Background: an optimization exercise with open tools, aiming at small area. Do not read the settings as production practice.
Where RTL was checked, it was by simulation tests only, not by an equivalence proof against the original.
No driver is modelled on the clock port, so clocking that relies on it looks cheaper here than on a real chip.

main:
==> module booth_mul, before the edit <==
module booth_mul (
  input  logic                     Clk,
  input  logic                     Reset,
  input  logic                     start,
  input  logic [1:0]               op,
  input  logic [mul_pkg::XLEN-1:0] a,
  input  logic [mul_pkg::XLEN-1:0] b,
  input  logic [mul_pkg::RD_W-1:0] rd,
  output logic                     done,
  output logic [mul_pkg::RD_W-1:0] rd_out,
  output logic [mul_pkg::XLEN-1:0] result
);
  localparam int XLEN   = mul_pkg::XLEN;
  localparam int RD_W   = mul_pkg::RD_W;
  localparam int DIGITS = mul_pkg::DIGITS;
  logic [4:0] v;
  always_ff @(posedge Clk or posedge Reset) begin
    if (Reset) begin
      v <= '0;
    end else begin
      v <= {v[3:0], start};
    end
  end
  logic              hi0;    
  logic              sa0;    
  logic              u0;     
  logic [RD_W-1:0]   rd0;
  logic [XLEN-1:0]   a0;
  logic [XLEN-1:0]   b0;
  logic [DIGITS-1:0] one0;
  logic [DIGITS-1:0] two0;
  logic [DIGITS-1:0] neg0;
  always_ff @(posedge Clk) begin
    hi0  <= op[0];
    sa0  <= ~op[1] & a[XLEN-1];
    u0   <= op[1] & b[XLEN-1];
    rd0  <= rd;
    a0   <= a;
    b0   <= b;
  end
  booth_encoder u_enc (.b (b0), .one (one0), .two (two0), .neg (neg0));
  logic [DIGITS*mul_pkg::PP_W-1:0] pp;
  logic [XLEN-1:0]                 corr;
  logic [mul_pkg::PROD_W-1:0]      cs_sum;
  logic [mul_pkg::PROD_W-1:0]      cs_carry;
  logic [XLEN-1:0]                 x0;
  logic [XLEN-1:0]                 y0;
  logic [7:0]                      gg0;
  logic [7:0]                      gp0;
  pp_generator u_pp (
    .a (a0), .sa (sa0), .u (u0),
    .one (one0), .two (two0), .neg (neg0),
    .pp (pp), .corr (corr)
  );
  reduction_tree u_tree (
    .pp (pp), .neg (neg0), .corr (corr), .sum (cs_sum), .carry (cs_carry)
  );
  half_select u_sel (
    .hi (hi0), .sum (cs_sum), .carry (cs_carry), .x (x0), .y (y0),
    .grp_g (gg0), .grp_p (gp0)
  );
  logic            hi1;
  logic [RD_W-1:0] rd1;
  logic [XLEN-1:0] x1;
  logic [XLEN-1:0] y1;
  logic [7:0]      gg1;
  logic [7:0]      gp1;
  always_ff @(posedge Clk) begin
    hi1 <= hi0;
    rd1 <= rd0;
    x1  <= x0;
    y1  <= y0;
    gg1 <= gg0;
    gp1 <= gp0;
  end
  logic [XLEN-1:0] r1;
  final_adder u_add (
    .hi (hi1), .x (x1), .y (y1), .grp_g (gg1), .grp_p (gp1), .result (r1)
  );
  logic [RD_W-1:0] rd2, rd3, rd4;
  logic [XLEN-1:0] r2, r3, r4;
  always_ff @(posedge Clk) begin
    rd2 <= rd1;
    r2  <= r1;
    rd3 <= rd2;
    r3  <= r2;
    rd4 <= rd3;
    r4  <= r3;
  end
  always_ff @(posedge Clk or posedge Reset) begin
    if (Reset) begin
      done   <= 1'b0;
      rd_out <= '0;
      result <= '0;
    end else begin
      done <= v[4];
      if (v[4]) begin
        rd_out <= rd4;
        result <= r4;
      end
    end
  end
endmodule
Settings: LEC_CHECK=0, ABC_AREA=1, CAP_MARGIN=20, CORE_MARGIN=2, CORE_UTILIZATION=40, SLEW_MARGIN=20; clock period 4.5 ns.
standard.sh (not shown) runs the stock make flow with config.mk's settings and CLKGATE_MAP_FILE= SYNTH_SCRIPT=/design/flow/synth_recipe.tcl, a recipe that flattens the netlist after the stock synthesis.
==> flow/flow/run.sh <==
#!/bin/bash
# Own layout flow: the standard flow (standard.sh) with three changes.
#  1. After the standard synthesis, polfix.py removes inverters between full
#     adders by reading some adders as working on complemented values (a full
#     adder is self-dual); the logic function and the registers are unchanged.
#  2. Ports are buffered with buf_1 instead of the default buffer cell.
#  3. After clock tree synthesis, skew.tcl delays the clock of the stage-1
#     registers (x1, y1, gg1, gp1: between the multiplier tree and the final
#     adder) by a chain of two clock buffers per leaf net. Both their input and output
#     paths are register-to-register paths inside the design.
# Each tool's output goes to a log file of its own in this folder.
set -euo pipefail
W=$(pwd)
F=$W/flow
R=$W/orfs/results/${FLOW_PLATFORM}/booth_mul/base
LIB=$FLOW_HOME/platforms/$FLOW_PLATFORM/lib/sky130_fd_sc_hd__tt_025C_1v80.lib
export BUFFER_PORTS_ARGS="-buffer_cell sky130_fd_sc_hd__buf_1"

bash standard.sh synth > $W/log_1_synth.log 2>&1
cp $R/1_2_yosys.v $W/standard_synth.v
python3 $F/polfix.py $W/standard_synth.v $R/1_2_yosys.v > $W/log_2_polfix.log 2>&1
rm -f $R/1_synth.odb $R/1_synth.sdc
bash standard.sh cts > $W/log_3_floorplan_place_cts.log 2>&1
cp $R/4_cts.odb $W/cts_before_skew.odb
SKEW_DB=$W/cts_before_skew.odb SKEW_LIB=$LIB SKEW_BUF="sky130_fd_sc_hd__clkbuf_2 sky130_fd_sc_hd__clkbuf_4" \
  SKEW_REGEXP='^(x1|y1|gg1|gp1)[^A-Za-z0-9_]' SKEW_OUT=$R/4_cts.odb \
  openroad -no_init -exit $F/skew.tcl > $W/log_4_skew.log 2>&1
bash standard.sh finish > $W/log_5_route_finish.log 2>&1
Other scripts of this flow, unchanged in this note and not shown: flow/flow/polfix.py, flow/flow/skew.tcl
Both conditions hold for main: the flow ran to the end and the final layout passed the timing, DRC and antenna checks.
#### Input delta (the feature branch over main)
diff --git a/flow/design.v b/flow/design.v
--- a/flow/design.v
+++ b/flow/design.v
@@ -1356,30 +1356,34 @@
     if (Reset) begin
       v <= '0;
     end else begin
       v <= {v[3:0], start};
     end
   end
+  logic [DIGITS-1:0] one_in;
+  logic [DIGITS-1:0] two_in;
+  logic [DIGITS-1:0] neg_in;
+  booth_encoder u_enc (.b (b), .one (one_in), .two (two_in), .neg (neg_in));
   logic              hi0;    
   logic              sa0;    
   logic              u0;     
   logic [RD_W-1:0]   rd0;
   logic [XLEN-1:0]   a0;
-  logic [XLEN-1:0]   b0;
   logic [DIGITS-1:0] one0;
   logic [DIGITS-1:0] two0;
   logic [DIGITS-1:0] neg0;
   always_ff @(posedge Clk) begin
     hi0  <= op[0];
     sa0  <= ~op[1] & a[XLEN-1];
     u0   <= op[1] & b[XLEN-1];
     rd0  <= rd;
     a0   <= a;
-    b0   <= b;
+    one0 <= one_in;
+    two0 <= two_in;
+    neg0 <= neg_in;
   end
-  booth_encoder u_enc (.b (b0), .one (one0), .two (two0), .neg (neg0));
   logic [DIGITS*mul_pkg::PP_W-1:0] pp;
   logic [XLEN-1:0]                 corr;
   logic [mul_pkg::PROD_W-1:0]      cs_sum;
   logic [mul_pkg::PROD_W-1:0]      cs_carry;
   logic [XLEN-1:0]                 x0;
   logic [XLEN-1:0]                 y0;
Findings:
The feature branch closes out successfully: all stages finished, all timing, DRC and antenna checks passed. In the metrics for main and the feature branch, the one carrying the lower met3 track utilization from global routing is main. Post-detailed-placement cell area, main and the feature branch: smaller value in the feature branch. Going from main to the feature branch, number of global-route vias before repair dropped 1090; detail-routed net length per standard cell shows an increase of about 4%; die area rose 0.82%; critical path depth shows an increase of 2.
For main, only the layout was checked, not whether the RTL still works.

---

== garnet ==
Another version of the RTL of booth_mul (not shown whole).
For scale: roughly 110 I/O pins, about 0.031 sq mm of cells after synthesis.
==> module booth_mul, before the edit <==
module booth_mul (
  input  logic                     Clk,
  input  logic                     Reset,
  input  logic                     start,
  input  logic [1:0]               op,
  input  logic [mul_pkg::XLEN-1:0] a,
  input  logic [mul_pkg::XLEN-1:0] b,
  input  logic [mul_pkg::RD_W-1:0] rd,
  output logic                     done,
  output logic [mul_pkg::RD_W-1:0] rd_out,
  output logic [mul_pkg::XLEN-1:0] result
);
  localparam int XLEN   = mul_pkg::XLEN;
  localparam int RD_W   = mul_pkg::RD_W;
  localparam int DIGITS = mul_pkg::DIGITS;
  logic [4:0] v;
  always_ff @(posedge Clk or posedge Reset) begin
    if (Reset) begin
      v <= '0;
    end else begin
      v <= {v[3:0], start};
    end
  end
  logic [DIGITS-1:0] one_in;
  logic [DIGITS-1:0] two_in;
  logic [DIGITS-1:0] neg_in;
  booth_encoder u_enc (.b (b), .one (one_in), .two (two_in), .neg (neg_in));
  logic              hi0;    
  logic              sa0_n;  
  logic              u0;     
  logic [RD_W-1:0]   rd0;
  logic [XLEN-1:0]   a0_n;
  logic [DIGITS-1:0] one0_n;
  logic [DIGITS-1:0] two0_n;
  logic [DIGITS-1:0] neg0_n;
  always_ff @(posedge Clk) begin
    hi0    <= op[0];
    sa0_n  <= ~(~op[1] & a[XLEN-1]);
    u0     <= op[1] & b[XLEN-1];
    rd0    <= rd;
    a0_n   <= ~a;
    one0_n <= ~one_in;
    two0_n <= ~two_in;
    neg0_n <= ~neg_in;
  end
  logic [DIGITS*mul_pkg::PP_W-1:0] pp;
  logic [XLEN-1:0]                 corr;
  logic [mul_pkg::PROD_W-1:0]      cs_sum;
  logic [mul_pkg::PROD_W-1:0]      cs_carry;
  logic [XLEN-1:0]                 x0;
  logic [XLEN-1:0]                 y0;
  logic [7:0]                      gg0;
  logic [7:0]                      gp0;
  pp_generator u_pp (
    .a (~a0_n), .sa (~sa0_n), .u (u0),
    .one (~one0_n), .two (~two0_n), .neg (~neg0_n),
    .pp (pp), .corr (corr)
  );
  reduction_tree u_tree (
    .pp (pp), .neg (~neg0_n), .corr (corr), .sum (cs_sum), .carry (cs_carry)
  );
  half_select u_sel (
    .hi (hi0), .sum (cs_sum), .carry (cs_carry), .x (x0), .y (y0),
    .grp_g (gg0), .grp_p (gp0)
  );
  logic            hi1;
  logic [RD_W-1:0] rd1;
  logic [XLEN-1:0] x1;
  logic [XLEN-1:0] y1;
  logic [7:0]      gg1;
  logic [7:0]      gp1;
  always_ff @(posedge Clk) begin
    hi1 <= hi0;
    rd1 <= rd0;
    x1  <= x0;
    y1  <= y0;
    gg1 <= gg0;
    gp1 <= gp0;
  end
  logic [XLEN-1:0] r1;
  final_adder u_add (
    .hi (hi1), .x (x1), .y (y1), .grp_g (gg1), .grp_p (gp1), .result (r1)
  );
  logic [RD_W-1:0] rd2, rd3, rd4;
  logic [XLEN-1:0] r2, r3, r4;
  always_ff @(posedge Clk) begin
    rd2 <= rd1;
    r2  <= r1;
    rd3 <= rd2;
    r3  <= r2;
    rd4 <= rd3;
    r4  <= r3;
  end
  always_ff @(posedge Clk or posedge Reset) begin
    if (Reset) begin
      done   <= 1'b0;
      rd_out <= '0;
      result <= '0;
    end else begin
      done <= v[4];
      if (v[4]) begin
        rd_out <= rd4;
        result <= r4;
      end
    end
  end
endmodule
clock: 4.5 ns
lec_check: 0
abc_area: 1
cap_margin: 20
core_margin: 2
core_utilization: 40
slew_margin: 20
==> flow/flow/run.sh <==
#!/bin/bash
# Own layout flow: the standard flow (standard.sh) with four changes.
#  1. After the standard synthesis, polfix.py removes inverters between full
#     adders by reading some adders as working on complemented values (a full
#     adder is self-dual); the logic function and the registers are unchanged.
#  2. Ports are buffered with buf_1 instead of the default buffer cell.
#  3. Clock tree synthesis uses clusters of up to 25 registers within 100 um
#     and no dummy loads.
#  4. After clock tree synthesis, skew.tcl delays the clock of the stage-1
#     registers (x1, y1, gg1, gp1: between the multiplier tree and the final
#     adder) by a chain of two clock buffers per leaf net (at most
#     12 registers per chain). Both their input and output
#     paths are register-to-register paths inside the design.
# Each tool's output goes to a log file of its own in this folder.
set -euo pipefail
W=$(pwd)
F=$W/flow
R=$W/orfs/results/${FLOW_PLATFORM}/booth_mul/base
LIB=$FLOW_HOME/platforms/$FLOW_PLATFORM/lib/sky130_fd_sc_hd__tt_025C_1v80.lib
export BUFFER_PORTS_ARGS="-buffer_cell sky130_fd_sc_hd__buf_1"
export CTS_ARGS="-sink_clustering_enable -repair_clock_nets -sink_clustering_size 25 -sink_clustering_max_diameter 100 -dont_use_dummy_load"

bash standard.sh synth > $W/log_1_synth.log 2>&1
cp $R/1_2_yosys.v $W/standard_synth.v
python3 $F/polfix.py $W/standard_synth.v $R/1_2_yosys.v > $W/log_2_polfix.log 2>&1
rm -f $R/1_synth.odb $R/1_synth.sdc
bash standard.sh cts > $W/log_3_floorplan_place_cts.log 2>&1
cp $R/4_cts.odb $W/cts_before_skew.odb
SKEW_MAX=12 SKEW_DB=$W/cts_before_skew.odb SKEW_LIB=$LIB SKEW_BUF="sky130_fd_sc_hd__clkbuf_2 sky130_fd_sc_hd__clkbuf_8" \
  SKEW_REGEXP='^(x1|y1|gg1|gp1)[^A-Za-z0-9_]' SKEW_OUT=$R/4_cts.odb \
  openroad -no_init -exit $F/skew.tcl > $W/log_4_skew.log 2>&1
bash standard.sh finish > $W/log_5_route_finish.log 2>&1
Other scripts of this flow, unchanged in this note and not shown: flow/flow/polfix.py, flow/flow/skew.tcl
#### Input delta (yarrow over garnet)
diff --git a/flow/design.v b/flow/design.v
--- a/flow/design.v
+++ b/flow/design.v
@@ -1370,7 +1370,7 @@
   logic [XLEN-1:0]   a0_n;
   logic [DIGITS-1:0] one0_n;
   logic [DIGITS-1:0] two0_n;
-  logic [DIGITS-1:0] neg0_n;
+  logic [DIGITS-1:0] neg0;
   always_ff @(posedge Clk) begin
     hi0    <= op[0];
     sa0_n  <= ~(~op[1] & a[XLEN-1]);
@@ -1379,7 +1379,7 @@
     a0_n   <= ~a;
     one0_n <= ~one_in;
     two0_n <= ~two_in;
-    neg0_n <= ~neg_in;
+    neg0   <= neg_in;
   end
   logic [DIGITS*mul_pkg::PP_W-1:0] pp;
   logic [XLEN-1:0]                 corr;
@@ -1391,11 +1391,11 @@
   logic [7:0]                      gp0;
   pp_generator u_pp (
     .a (~a0_n), .sa (~sa0_n), .u (u0),
-    .one (~one0_n), .two (~two0_n), .neg (~neg0_n),
+    .one (~one0_n), .two (~two0_n), .neg (neg0),
     .pp (pp), .corr (corr)
   );
   reduction_tree u_tree (
-    .pp (pp), .neg (~neg0_n), .corr (corr), .sum (cs_sum), .carry (cs_carry)
+    .pp (pp), .neg (neg0), .corr (corr), .sum (cs_sum), .carry (cs_carry)
   );
   half_select u_sel (
     .hi (hi0), .sum (cs_sum), .carry (cs_carry), .x (x0), .y (y0),
Findings:
Diff garnet -> yarrow: total routing resource utilization after global routing now larger, final hold slack now larger, wire length now larger. Taking garnet as the reference, in yarrow routed length on met3 went down by 48 microns; final-layout clock buffer total went down 1; proportion of final cell area spent on non-clock buffers shows an increase of 0.21 points; met2 global-route usage has increased; die footprint neither gained nor lost much. Diff garnet and yarrow: non-clock buffer count lower in garnet. Number of filler cells placed in the layout: yarrow vs garnet down about 0.8%. Measured against each other, garnet and yarrow differ in peak fanout along the critical path, the higher figure coming from yarrow. Area of the core came out exactly the same in garnet and yarrow. In terms of end-of-flow core utilization, yarrow and garnet differ only marginally. Looking at number of DRC markers in iteration 0, yarrow sits 276 above garnet.
Function not checked in garnet: the RTL went through the layout flow alone.

---

booth_mul with an RTL version that a note above also has.
Size in the first run: about 3100 cells after synthesis, about 110 I/O pins, roughly 30000 µm² of cells after synthesis.
==> module booth_mul, before the edit <==
module booth_mul (
  input  logic                     Clk,
  input  logic                     Reset,
  input  logic                     start,
  input  logic [1:0]               op,
  input  logic [mul_pkg::XLEN-1:0] a,
  input  logic [mul_pkg::XLEN-1:0] b,
  input  logic [mul_pkg::RD_W-1:0] rd,
  output logic                     done,
  output logic [mul_pkg::RD_W-1:0] rd_out,
  output logic [mul_pkg::XLEN-1:0] result
);
  localparam int XLEN   = mul_pkg::XLEN;
  localparam int RD_W   = mul_pkg::RD_W;
  localparam int DIGITS = mul_pkg::DIGITS;
  logic [4:0] v;
  always_ff @(posedge Clk or posedge Reset) begin
    if (Reset) begin
      v <= '0;
    end else begin
      v <= {v[3:0], start};
    end
  end
  logic [DIGITS-1:0] one_in;
  logic [DIGITS-1:0] two_in;
  logic [DIGITS-1:0] neg_in;
  booth_encoder u_enc (.b (b), .one (one_in), .two (two_in), .neg (neg_in));
  logic              hi0;    
  logic              sa0_n;  
  logic              u0;     
  logic [RD_W-1:0]   rd0;
  logic [XLEN-1:0]   a0_n;
  logic [DIGITS-1:0] one0_n;
  logic [DIGITS-1:0] two0_n;
  logic [DIGITS-1:0] neg0;
  always_ff @(posedge Clk) begin
    hi0    <= op[0];
    sa0_n  <= ~(~op[1] & a[XLEN-1]);
    u0     <= op[1] & b[XLEN-1];
    rd0    <= rd;
    a0_n   <= ~a;
    one0_n <= ~one_in;
    two0_n <= ~two_in;
    neg0   <= neg_in;
  end
  logic [DIGITS*mul_pkg::PP_W-1:0] pp;
  logic [XLEN-1:0]                 corr;
  logic [mul_pkg::PROD_W-1:0]      cs_sum;
  logic [mul_pkg::PROD_W-1:0]      cs_carry;
  logic [XLEN-1:0]                 x0;
  logic [XLEN-1:0]                 y0;
  logic [7:0]                      gg0;
  logic [7:0]                      gp0;
  pp_generator u_pp (
    .a (~a0_n), .sa (~sa0_n), .u (u0),
    .one (~one0_n), .two (~two0_n), .neg (neg0),
    .pp (pp), .corr (corr)
  );
  reduction_tree u_tree (
    .pp (pp), .neg (neg0), .corr (corr), .sum (cs_sum), .carry (cs_carry)
  );
  half_select u_sel (
    .hi (hi0), .sum (cs_sum), .carry (cs_carry), .x (x0), .y (y0),
    .grp_g (gg0), .grp_p (gp0)
  );
  logic            hi1;
  logic [RD_W-1:0] rd1;
  logic [XLEN-1:0] x1;
  logic [XLEN-1:0] y1;
  logic [7:0]      gg1;
  logic [7:0]      gp1;
  always_ff @(posedge Clk) begin
    hi1 <= hi0;
    rd1 <= rd0;
    x1  <= x0;
    y1  <= y0;
    gg1 <= gg0;
    gp1 <= gp0;
  end
  logic [XLEN-1:0] r1;
  final_adder u_add (
    .hi (hi1), .x (x1), .y (y1), .grp_g (gg1), .grp_p (gp1), .result (r1)
  );
  logic [RD_W-1:0] rd2, rd3, rd4;
  logic [XLEN-1:0] r2, r3, r4;
  always_ff @(posedge Clk) begin
    rd2 <= rd1;
    r2  <= r1;
    rd3 <= rd2;
    r3  <= r2;
    rd4 <= rd3;
    r4  <= r3;
  end
  always_ff @(posedge Clk or posedge Reset) begin
    if (Reset) begin
      done   <= 1'b0;
      rd_out <= '0;
      result <= '0;
    end else begin
      done <= v[4];
      if (v[4]) begin
        rd_out <= rd4;
        result <= r4;
      end
    end
  end
endmodule
==> flow/config.mk <==
export PLATFORM = sky130hd
export DESIGN_NAME = booth_mul
export DESIGN_NICKNAME = booth_mul
export VERILOG_FILES = /design/flow/design.v
export SDC_FILE = /design/flow/constraint.sdc
export NUM_CORES = 4
export LEC_CHECK = 0
export ABC_AREA = 1
export CAP_MARGIN = 20
export CORE_MARGIN = 2
export CORE_UTILIZATION = 40
export SLEW_MARGIN = 20
==> flow/constraint.sdc <==
create_clock -name core_clock -period 4.5 [get_ports {Clk}]
set_input_delay 0.9000 -clock core_clock [delete_from_list [all_inputs] [get_ports {Clk}]]
set_output_delay 0.9000 -clock core_clock [all_outputs]
set_load 0.01 [all_outputs]
==> flow/flow/run.sh <==
#!/bin/bash
# Own layout flow: the standard flow (standard.sh) with four changes.
#  1. After the standard synthesis, polfix.py removes inverters between full
#     adders by reading some adders as working on complemented values (a full
#     adder is self-dual); the logic function and the registers are unchanged.
#  2. Ports are buffered with buf_1 instead of the default buffer cell.
#  3. Clock tree synthesis uses clusters of up to 25 registers within 100 um
#     and no dummy loads.
#  4. After clock tree synthesis, skew.tcl delays the clock of the stage-1
#     registers (x1, y1, gg1, gp1: between the multiplier tree and the final
#     adder) by a chain of two clock buffers per leaf net (at most
#     12 registers per chain). Both their input and output
#     paths are register-to-register paths inside the design.
# Each tool's output goes to a log file of its own in this folder.
set -euo pipefail
W=$(pwd)
F=$W/flow
R=$W/orfs/results/${FLOW_PLATFORM}/booth_mul/base
LIB=$FLOW_HOME/platforms/$FLOW_PLATFORM/lib/sky130_fd_sc_hd__tt_025C_1v80.lib
export BUFFER_PORTS_ARGS="-buffer_cell sky130_fd_sc_hd__buf_1"
export GPL_KEEP_OVERFLOW=0
export CTS_ARGS="-sink_clustering_enable -repair_clock_nets -sink_clustering_size 25 -sink_clustering_max_diameter 100 -dont_use_dummy_load"

bash standard.sh synth > $W/log_1_synth.log 2>&1
cp $R/1_2_yosys.v $W/standard_synth.v
python3 $F/polfix.py $W/standard_synth.v $R/1_2_yosys.v > $W/log_2_polfix.log 2>&1
rm -f $R/1_synth.odb $R/1_synth.sdc
bash standard.sh cts > $W/log_3_floorplan_place_cts.log 2>&1
cp $R/4_cts.odb $W/cts_before_skew.odb
SKEW_MAX=12 SKEW_DB=$W/cts_before_skew.odb SKEW_LIB=$LIB SKEW_BUF="sky130_fd_sc_hd__clkbuf_2 sky130_fd_sc_hd__clkbuf_8" \
  SKEW_REGEXP='^(x1|y1|gg1|gp1)[^A-Za-z0-9_]' SKEW_OUT=$R/4_cts.odb \
  openroad -no_init -exit $F/skew.tcl > $W/log_4_skew.log 2>&1
bash standard.sh finish > $W/log_5_route_finish.log 2>&1
Other scripts of this flow, unchanged in this note and not shown: flow/flow/polfix.py, flow/flow/skew.tcl
The first run passed the timing, DRC and antenna checks.
Then changed:
--- a/flow/design.v
+++ b/flow/design.v
@@ -1368,20 +1368,20 @@
   logic              u0;     
   logic [RD_W-1:0]   rd0;
   logic [XLEN-1:0]   a0_n;
   logic [DIGITS-1:0] one0_n;
   logic [DIGITS-1:0] two0_n;
-  logic [DIGITS-1:0] neg0;
+  logic [DIGITS-1:0] neg0_n;
   always_ff @(posedge Clk) begin
     hi0    <= op[0];
     sa0_n  <= ~(~op[1] & a[XLEN-1]);
     u0     <= op[1] & b[XLEN-1];
     rd0    <= rd;
     a0_n   <= ~a;
     one0_n <= ~one_in;
     two0_n <= ~two_in;
-    neg0   <= neg_in;
+    neg0_n <= ~neg_in;
   end
   logic [DIGITS*mul_pkg::PP_W-1:0] pp;
   logic [XLEN-1:0]                 corr;
   logic [mul_pkg::PROD_W-1:0]      cs_sum;
   logic [mul_pkg::PROD_W-1:0]      cs_carry;
@@ -1389,15 +1389,15 @@
   logic [XLEN-1:0]                 y0;
   logic [7:0]                      gg0;
   logic [7:0]                      gp0;
   pp_generator u_pp (
     .a (~a0_n), .sa (~sa0_n), .u (u0),
-    .one (~one0_n), .two (~two0_n), .neg (neg0),
+    .one (~one0_n), .two (~two0_n), .neg (~neg0_n),
     .pp (pp), .corr (corr)
   );
   reduction_tree u_tree (
-    .pp (pp), .neg (neg0), .corr (corr), .sum (cs_sum), .carry (cs_carry)
+    .pp (pp), .neg (~neg0_n), .corr (corr), .sum (cs_sum), .carry (cs_carry)
   );
   half_select u_sel (
     .hi (hi0), .sum (cs_sum), .carry (cs_carry), .x (x0), .y (y0),
     .grp_g (gg0), .grp_p (gp0)
   );
Register-to-register slack gets worse by 30 ps.
Synthesized area is about the same.
Final cell count rises slightly.
Global-route usage fell by 0.19 points.
Non-clock buffer count is higher by 36.
Flip-flop and latch count stays the same.
Cell area grows slightly.
Utilization came out higher by 0.73 points.
Die area is about the same.
For the second run of this note, only the layout was checked, not whether the RTL still works.

## separate check: timing with driven ports
Ports are ideal in the flow. The routed layouts listed here were re-timed in OpenROAD. Step 1 assumes that a clkbuf_16 drives the clock port and a buf_2 every other input. Step 2, shift: input delay + t, output delay - t, t = (earliest + latest rising clock arrival at the registers) / 2. This alone moves slack from input paths to output paths. Three values: no drivers, after step 1, after step 2; two values: the first two.
| run | shift t [ns] | setup WS [ns] | worst setup path after step 2 | latest minus earliest clock arrival (ns) | worst slew at a driven data input, ns | cell pins on the clock port's net |
|---|---|---|---|---|---|---|
| main | 0.758 | 0.068 / 0.068 / 0.068 | register to register | 0.294 / 0.295 | 0.05 | 1 |
| the feature branch | 0.757 | 0.182 / 0.182 / 0.182 | register to register | 0.310 / 0.310 | 0.05 | 1 |
| garnet | 0.717 | 0.190 / 0.190 / 0.190 | register to register | 0.317 / 0.317 | 0.08 | 1 |
| yarrow | 0.718 | 0.166 / 0.166 / 0.166 | register to register | 0.299 / 0.299 | 0.10 | 1 |
| the first run of note 3 | 0.736 | 0.135 / 0.135 / 0.135 | register to register | 0.312 / 0.311 | 0.06 | 1 |
| the second run of note 3 | 0.749 | 0.109 / 0.109 / 0.109 | register to register | 0.290 / 0.290 | 0.05 | 1 |
In the feature branch, garnet and the first run of note 3 the clock reaches the registers at very different times; t lies between them, and the last value is a rough guide only.
